What follows belongs to an exercise in optimizing a design on an open flow for small area and few clock cycles per item; a production flow would make more cautious choices.
Only simulation tests tie the RTL to the original design; equivalence was not proved.

[flow/config.mk]
export PLATFORM = sky130hd
export DESIGN_NAME = mesh_router_sync
export DESIGN_NICKNAME = mesh_router_sync
export VERILOG_FILES = /design/flow/design.v
export SDC_FILE = /design/flow/constraint.sdc
export NUM_CORES = 4
export LEC_CHECK = 0
export CAP_MARGIN = 20
export CORE_MARGIN = 2
export CORE_UTILIZATION = 40
export SLEW_MARGIN = 20
[flow/design.v]
package noc_pkg;
  localparam int NPORT = 5;
  localparam logic [2:0] P_N = 3'd0;
  localparam logic [2:0] P_E = 3'd1;
  localparam logic [2:0] P_S = 3'd2;
  localparam logic [2:0] P_W = 3'd3;
  localparam logic [2:0] P_L = 3'd4;
  typedef enum logic {ROUTE_XY = 1'b0, ROUTE_YX = 1'b1} route_order_e;
  function automatic int x_msb(input int width);
    x_msb = width - 3;
  endfunction
  function automatic int x_lsb(input int width, input int col);
    x_lsb = width - 1 - col;
  endfunction
  function automatic int y_lsb(input int width, input int col, input int row);
    y_lsb = width - col - row;
  endfunction
  function automatic logic is_thermo(input logic [31:0] v, input int w);
    logic [31:0] m;
    m = (32'd1 << (w - 1)) - 32'd1;
    is_thermo = (v & ~(v >> 1) & m) == 32'd0;
  endfunction
endpackage
module router_in_fifo #(
  parameter int WIDTH = 53,
  parameter int DEPTH = 4
) (
  input  logic             clk,
  input  logic             rst,
  input  logic             push,
  input  logic [WIDTH-1:0] push_data,
  input  logic             pop,
  output logic             full,
  output logic             empty,
  output logic [WIDTH-1:0] head
);
  localparam int AW = $clog2(DEPTH);
  logic [AW:0] wp_q, wp_d, rp_q, rp_d;
  logic [WIDTH-1:0] mem_q [DEPTH];
  logic [WIDTH-1:0] mem_d [DEPTH];
  assign empty = wp_q == rp_q;
  assign full = (wp_q[AW] != rp_q[AW]) && (wp_q[AW-1:0] == rp_q[AW-1:0]);
  assign head = mem_q[rp_q[AW-1:0]];
  always_comb begin
    for (int i = 0; i < DEPTH; i++) mem_d[i] = mem_q[i];
    if (push) mem_d[wp_q[AW-1:0]] = push_data;
    wp_d = wp_q + (AW+1)'(push);
    rp_d = rp_q + (AW+1)'(pop & !empty);
  end
  always_ff @(posedge clk or posedge rst)
    if (rst) begin
      wp_q <= '0;
      rp_q <= '0;
    end else begin
      wp_q <= wp_d;
      rp_q <= rp_d;
    end
  always_ff @(posedge clk)
    for (int i = 0; i < DEPTH; i++) mem_q[i] <= mem_d[i];
endmodule
module mesh_router_sync #(
  parameter int ROW          = 4,
  parameter int COL          = 4,
  parameter int FILTER_WIDTH = 8,
  parameter int WIDTH        = 13 + 5 * FILTER_WIDTH,
  parameter int DEPTH        = 4,
  parameter int ROUTE_ORDER  = 0
) (
  input  logic                 clk,
  input  logic                 rst,
  input  logic [4:0]           in_valid,
  output logic [4:0]           in_ready,
  input  logic [5*WIDTH-1:0]   in_data,
  output logic [4:0]           out_valid,
  input  logic [4:0]           out_ready,
  output logic [5*WIDTH-1:0]   out_data,
  output logic                 err_pulse,
  output logic [7:0]           drop_cnt
);
  localparam int XH = noc_pkg::x_msb(WIDTH);
  localparam int XL = noc_pkg::x_lsb(WIDTH, COL);
  localparam int YH = XL - 1;
  localparam int YL = noc_pkg::y_lsb(WIDTH, COL, ROW);
  localparam bit YX = ROUTE_ORDER == int'(noc_pkg::ROUTE_YX);
  logic [4:0] full, empty, pop, bad, use_x, use_y, gnt, ld_ok;
  logic [4:0] out_valid_q, out_valid_d;
  logic [WIDTH-1:0] head [noc_pkg::NPORT];
  logic [WIDTH-1:0] nflit [noc_pkg::NPORT];
  logic [WIDTH-1:0] out_q [noc_pkg::NPORT];
  logic [WIDTH-1:0] out_d [noc_pkg::NPORT];
  logic [2:0] dst [noc_pkg::NPORT];
  logic [2:0] win [noc_pkg::NPORT];
  logic [2:0] ptr_q [noc_pkg::NPORT];
  logic [2:0] ptr_d [noc_pkg::NPORT];
  logic [3:0] t;
  logic [2:0] idx;
  logic err_q, err_d;
  logic [7:0] cnt_q, cnt_d;
  for (genvar g = 0; g < noc_pkg::NPORT; g++) begin : g_port
    router_in_fifo #(.WIDTH(WIDTH), .DEPTH(DEPTH)) u_fifo (
      .clk(clk), .rst(rst),
      .push(in_valid[g] & !full[g]), .push_data(in_data[g*WIDTH +: WIDTH]),
      .pop(pop[g]), .full(full[g]), .empty(empty[g]), .head(head[g])
    );
    assign out_data[g*WIDTH +: WIDTH] = out_q[g];
  end
  assign in_ready = ~full;
  assign out_valid = out_valid_q;
  assign err_pulse = err_q;
  assign drop_cnt = cnt_q;
  always_comb
    for (int i = 0; i < noc_pkg::NPORT; i++) begin
      nflit[i] = head[i];
      use_x[i] = |head[i][XH:XL] & (!YX | ~|head[i][YH:YL]);
      use_y[i] = |head[i][YH:YL] & !use_x[i];
      dst[i] = use_x[i] ? (head[i][WIDTH-1] ? noc_pkg::P_E : noc_pkg::P_W) : use_y[i] ? (head[i][WIDTH-2] ? noc_pkg::P_N : noc_pkg::P_S) : noc_pkg::P_L;
      if (use_x[i]) nflit[i][XH:XL] = head[i][XH:XL] << 1;
      if (use_y[i]) nflit[i][YH:YL] = head[i][YH:YL] << 1;
      bad[i] = !empty[i] & (!noc_pkg::is_thermo(32'(head[i][XH:XL]), COL - 1) |
                            !noc_pkg::is_thermo(32'(head[i][YH:YL]), ROW - 1) | dst[i] == 3'(i));
    end
  always_comb begin
    t = '0;
    idx = '0;
    for (int o = 0; o < noc_pkg::NPORT; o++) begin
      ld_ok[o] = !out_valid_q[o] | out_ready[o];
      gnt[o] = 1'b0;
      win[o] = '0;
      for (int k = noc_pkg::NPORT - 1; k >= 0; k--) begin
        t = 4'(ptr_q[o]) + 4'(k);
        idx = t >= 4'd5 ? 3'(t - 4'd5) : 3'(t);
        if (!empty[idx] && !bad[idx] && dst[idx] == 3'(o) && ld_ok[o]) begin
          win[o] = idx;
          gnt[o] = 1'b1;
        end
      end
      out_valid_d[o] = gnt[o] | (out_valid_q[o] & !out_ready[o]);
      out_d[o] = gnt[o] ? nflit[win[o]] : out_q[o];
      ptr_d[o] = gnt[o] ? (win[o] == 3'd4 ? 3'd0 : win[o] + 3'd1) : ptr_q[o];
    end
    cnt_d = cnt_q;
    for (int i = 0; i < noc_pkg::NPORT; i++) begin
      pop[i] = bad[i] | (!empty[i] & gnt[dst[i]] & win[dst[i]] == 3'(i));
      if (bad[i] && cnt_d != 8'hff) cnt_d = cnt_d + 8'd1;
    end
    err_d = |bad;
  end
  always_ff @(posedge clk or posedge rst)
    if (rst) begin
      out_valid_q <= '0;
      err_q <= 1'b0;
      cnt_q <= '0;
      for (int o = 0; o < noc_pkg::NPORT; o++) begin
        out_q[o] <= '0;
        ptr_q[o] <= '0;
      end
    end else begin
      out_valid_q <= out_valid_d;
      err_q <= err_d;
      cnt_q <= cnt_d;
      for (int o = 0; o < noc_pkg::NPORT; o++) begin
        out_q[o] <= out_d[o];
        ptr_q[o] <= ptr_d[o];
      end
    end
endmodule
[flow/constraint.sdc]
create_clock -name core_clock -period 7.5 [get_ports {clk}]
set_input_delay 1.5000 -clock core_clock [delete_from_list [all_inputs] [get_ports {clk}]]
set_output_delay 1.5000 -clock core_clock [all_outputs]
set_load 0.01 [all_outputs]
[flow/run.sh]
#!/bin/bash
# synth_recipe.tcl (not shown) runs the flow's synth.tcl, then flattens the netlist and writes it again
# the make line also repeats each setting of config.mk as NAME=value (left out here)
make -C /OpenROAD-flow-scripts/flow DESIGN_CONFIG=/design/flow/config.mk WORK_HOME=/design/flow/orfs CLKGATE_MAP_FILE= SYNTH_SCRIPT=/design/flow/synth_recipe.tcl finish
==> flow_summary.yaml <==
status:
  outcome: "timing/DRC/antenna clean"
synth:
  synth_top_family_by_area: "compound AO/OA/AOI/OAI gates"
  ys_seq_area_frac: 0.593
  synthArstFlopShare: 0.234
  syn_area_per_cell_um2: 13.1
  synth_compound_area_frac: 0.158
  yosys.area_share.simple: 0.0662
  postSynthCellCount: 5136
  synth_nets: 5520
  synth_edf_count: 1060
  synth_xor_area_frac: 0.0112
  synth_fa_ha_area_frac: 0.0204
  synthesis.area_um2: 67400
  ys_warn_count: 19
  ys_ff_latch: 1384
  synth_flop_cell: "edfxtp_1"
  muxShareOfSynthArea: 0.123
  synth.distinct_cells: 98
setup_path:
  startpoint_type: "flop"
  cp_data_required_time_ns: 8.16
  crit_start: "g_port[0].u_fifo.rp_q[0]"
  regToRegSetupSlack_ns: 0.38
  arrival_ns: 7.78
  path_class: "flop to flop"
  cp_max_fo: 10
  reg2reg_from: "g_port[0].u_fifo.rp_q[0]"
  worst_setup_path_end_kind: "flop"
timing:
  clock_skew_ns: 0.0750
  fin_crit_sh: 0.950
  min_period_ns: 7.12
  setup_tns_ns: 0
  tightest_slew_ns: 1.13
  relSlewSlack: 0.245
  hold_viol: 0
  setup_viol: 0
  worst_slack_ns: 0.379
  slew_violations: 0
  fmax_ghz: 0.140
layout:
  nets: 6119
  fin_cells: 8112
  final_cell_mix: "1060 x edfxtp_1, 560 x clkdlybuf4s50_1, 536 x a21oi_1, 362 x nand2_1, 347 x a22oi_1"
  drive_above_1_share: 0.160
  area_growth_pct: 22.7
  final_common_cell: "edfxtp_1"
floorplanning:
  dieWidth_um: 414
  die-height_um: 414
  ioPinCount: 561
  num_rows: 150
  dieArea_um2: 172000
  core_area_um2: 167000
  initial_core_util: 0.403
clocking:
  clkTransAtPathRegs_ns: 0.06
  cts_buffers: 152
  insertion_delay_ns: 0.84
  cts_hold_buf: 0
  cts_max_path_buffers: 3
  cts_num_sinks: 1384
  cts_tree: "yes"
  h-tree-depth: 4
  root_buffer: "clkbuf_16"
place:
  placed_cells: 7783
  dp_hpwl_mm: 192
  io_buffers: 560
  gp_congestion: 0.971
  place_ws_ns: 0.0309
global_route:
  grt_pass1_wl_mm: 379
  grt_max_degree: 113
  grt_pass1_vias: 49190
  antenna_found_initial: 70
  track_usage: 0.310
  grt-ovfl-total: 0
routing:
  routedWlPerCell_um: 33.6
  drc: 0
  vias: 51224
  routed_via_density: 6.31
  drt-initial-drc-count: 6884
  ant_nets: 0
  dr.pass1.iters: 8
  wl_mm: 273
flow_run:
  max_cap_viol_count: 0
min_path:
  worstHoldStart: "out_q[0][48]"
  hold_class: "flop to flop"
[final cells by class]
type / instances / area, um2
fillers: 14444 / 84600
flip-flops and latches: 1384 / 40000
multi-input cells: 3251 / 25900
repair buffers: 806 / 8040
clock buffers: 209 / 4180
well taps: 2204 / 2760
clock inverters: 76 / 1110
inverters: 140 / 529
diodes: 42 / 105
[final timing paths]
path	endpoint	cells after the start
max	cnt_q[7]	24
min	out_q[0][48]	1
max reg2reg	cnt_q[7]	24
min reg2reg	out_q[0][48]	1
max in group asynchronous	out_q[4][20]	4
min in group asynchronous	ptr_q[2][2]	2
[worst max-delay path: stages (launching register included)]
cell and delay, ns:
dfrtp_4 0.54, mux4_2 0.64, or3_1 0.42, or3_4 0.40
a21oi_2 0.37, mux2i_1 0.32, inv_1 0.09, ha_1 0.27
nand2_1 0.10, nor2_1 0.07, a32o_1 0.28, a31oi_2 0.30
xnor2_2 0.15, ha_1 0.21, and4_1 0.24, a21oi_1 0.30
mux2_2 0.40, ha_1 0.32, nand2_1 0.14, xor2_1 0.19
a31oi_2 0.09, a311oi_2 0.33, nand2_1 0.11, or3_1 0.40
mux2_4 0.30
[timing repair]
action | CTS | global route
resized for setup | 0 | 11
hold endpoints to repair | 0 | 0
setup endpoints to repair | 0 | 8
setup buffers | 0 | 2
[stage by stage]
step,hold slack (ns),util,cell area [um2]
2_1_floorplan,0.459,-,67400
3_3_place_gp,0.467,0.461,77200
3_5_place_dp,0.471,0.461,77200
4_1_cts,0.484,0.493,82400
5_1_grt,0.501,0.494,82600
6_report,0.481,0.494,82600
[routing by layer]
metal | global-route usage | up-vias | routed length (um)
met5 | 0 | - | 214
met4 | 0.241 | 30 | 24400
met3 | 0.0583 | 811 | 22200
met2 | 0.516 | 2979 | 133000
met1 | 0.354 | 25949 | 92500
li1 | - | 21455 | -
[cell usage after synthesis (all sizes together) (18+ instances only)]
cell / n / area share
o21ai: 239 / 0.018
dfrtp: 324 / 0.12
mux4: 282 / 0.094
a22o: 88 / 0.011
a21oi: 544 / 0.041
nand4: 24 / 0.0022
xnor2: 56 / 0.0073
nor3: 56 / 0.0043
nor2b: 20 / 0.0019
mux2: 64 / 0.011
and3: 25 / 0.0023
a211oi: 28 / 0.0032
edfxtp: 1060 / 0.47
and2: 34 / 0.0032
nand3: 56 / 0.0042
nand2: 364 / 0.020
a21o: 24 / 0.0027
ha: 102 / 0.019
mux2i: 118 / 0.018
nor2: 294 / 0.016
a31oi: 27 / 0.0025
inv: 138 / 0.0077
or3: 27 / 0.0026
o211ai: 19 / 0.0021
a221oi: 90 / 0.012
clkbuf: 293 / 0.016
xor2: 30 / 0.0039
a22oi: 349 / 0.039
nand2b: 29 / 0.0027
buf: 68 / 0.0046
o22ai: 18 / 0.0017
[sequential cells by signal, summed over array words and instances (netlist names)]
signal,count
g_port.u_fifo.mem_q,1060
out_q,265
g_port.u_fifo.rp_q,15
g_port.u_fifo.wp_q,15
ptr_q,15
cnt_q,8
out_valid_q,5
err_q,1
[cells by family after synthesis]
| logic type | count (synthesis) |
|---|---|
| AOI/OAI and AO/OA | 1609 |
| DFF | 1384 |
| and+or+nand+nor | 985 |
| buffers and inverters | 501 |
| muxes | 464 |
| adders and majority gates | 107 |
| xor gates and xnor gates | 86 |
Testbench counts, summed over its fixed seeds: cycles 2,722, flits 8,000.

static timing again, ports no longer ideal:
How much do the figures lean on ideal ports? The routed layout below was timed once more, with nothing changed but the port constraints.
Step 1 sets driving cells, clkbuf_16 on the clock port and buf_2 on the other inputs (assumed; they add their load-dependent delay and slew).
Step 2 times the ports against the registers' clock, not the clock port: input delays grow and output delays shrink by t, the midpoint of the rising clock arrivals with the driver on.
a / b / c = ideal ports / drivers / drivers and shift; a / b = the first two.
t, ns: 0.889
setup slack, ns: 0.379 / 0.379 / 0.379
worst register clock-pin slew, ns: 0.07 / 0.07
worst data-port slew with drivers (ns): 0.25
After both steps this run still meets setup and hold. The setup slack of this run moves by 0.000 ns with the drivers and by 0.000 ns with both steps.
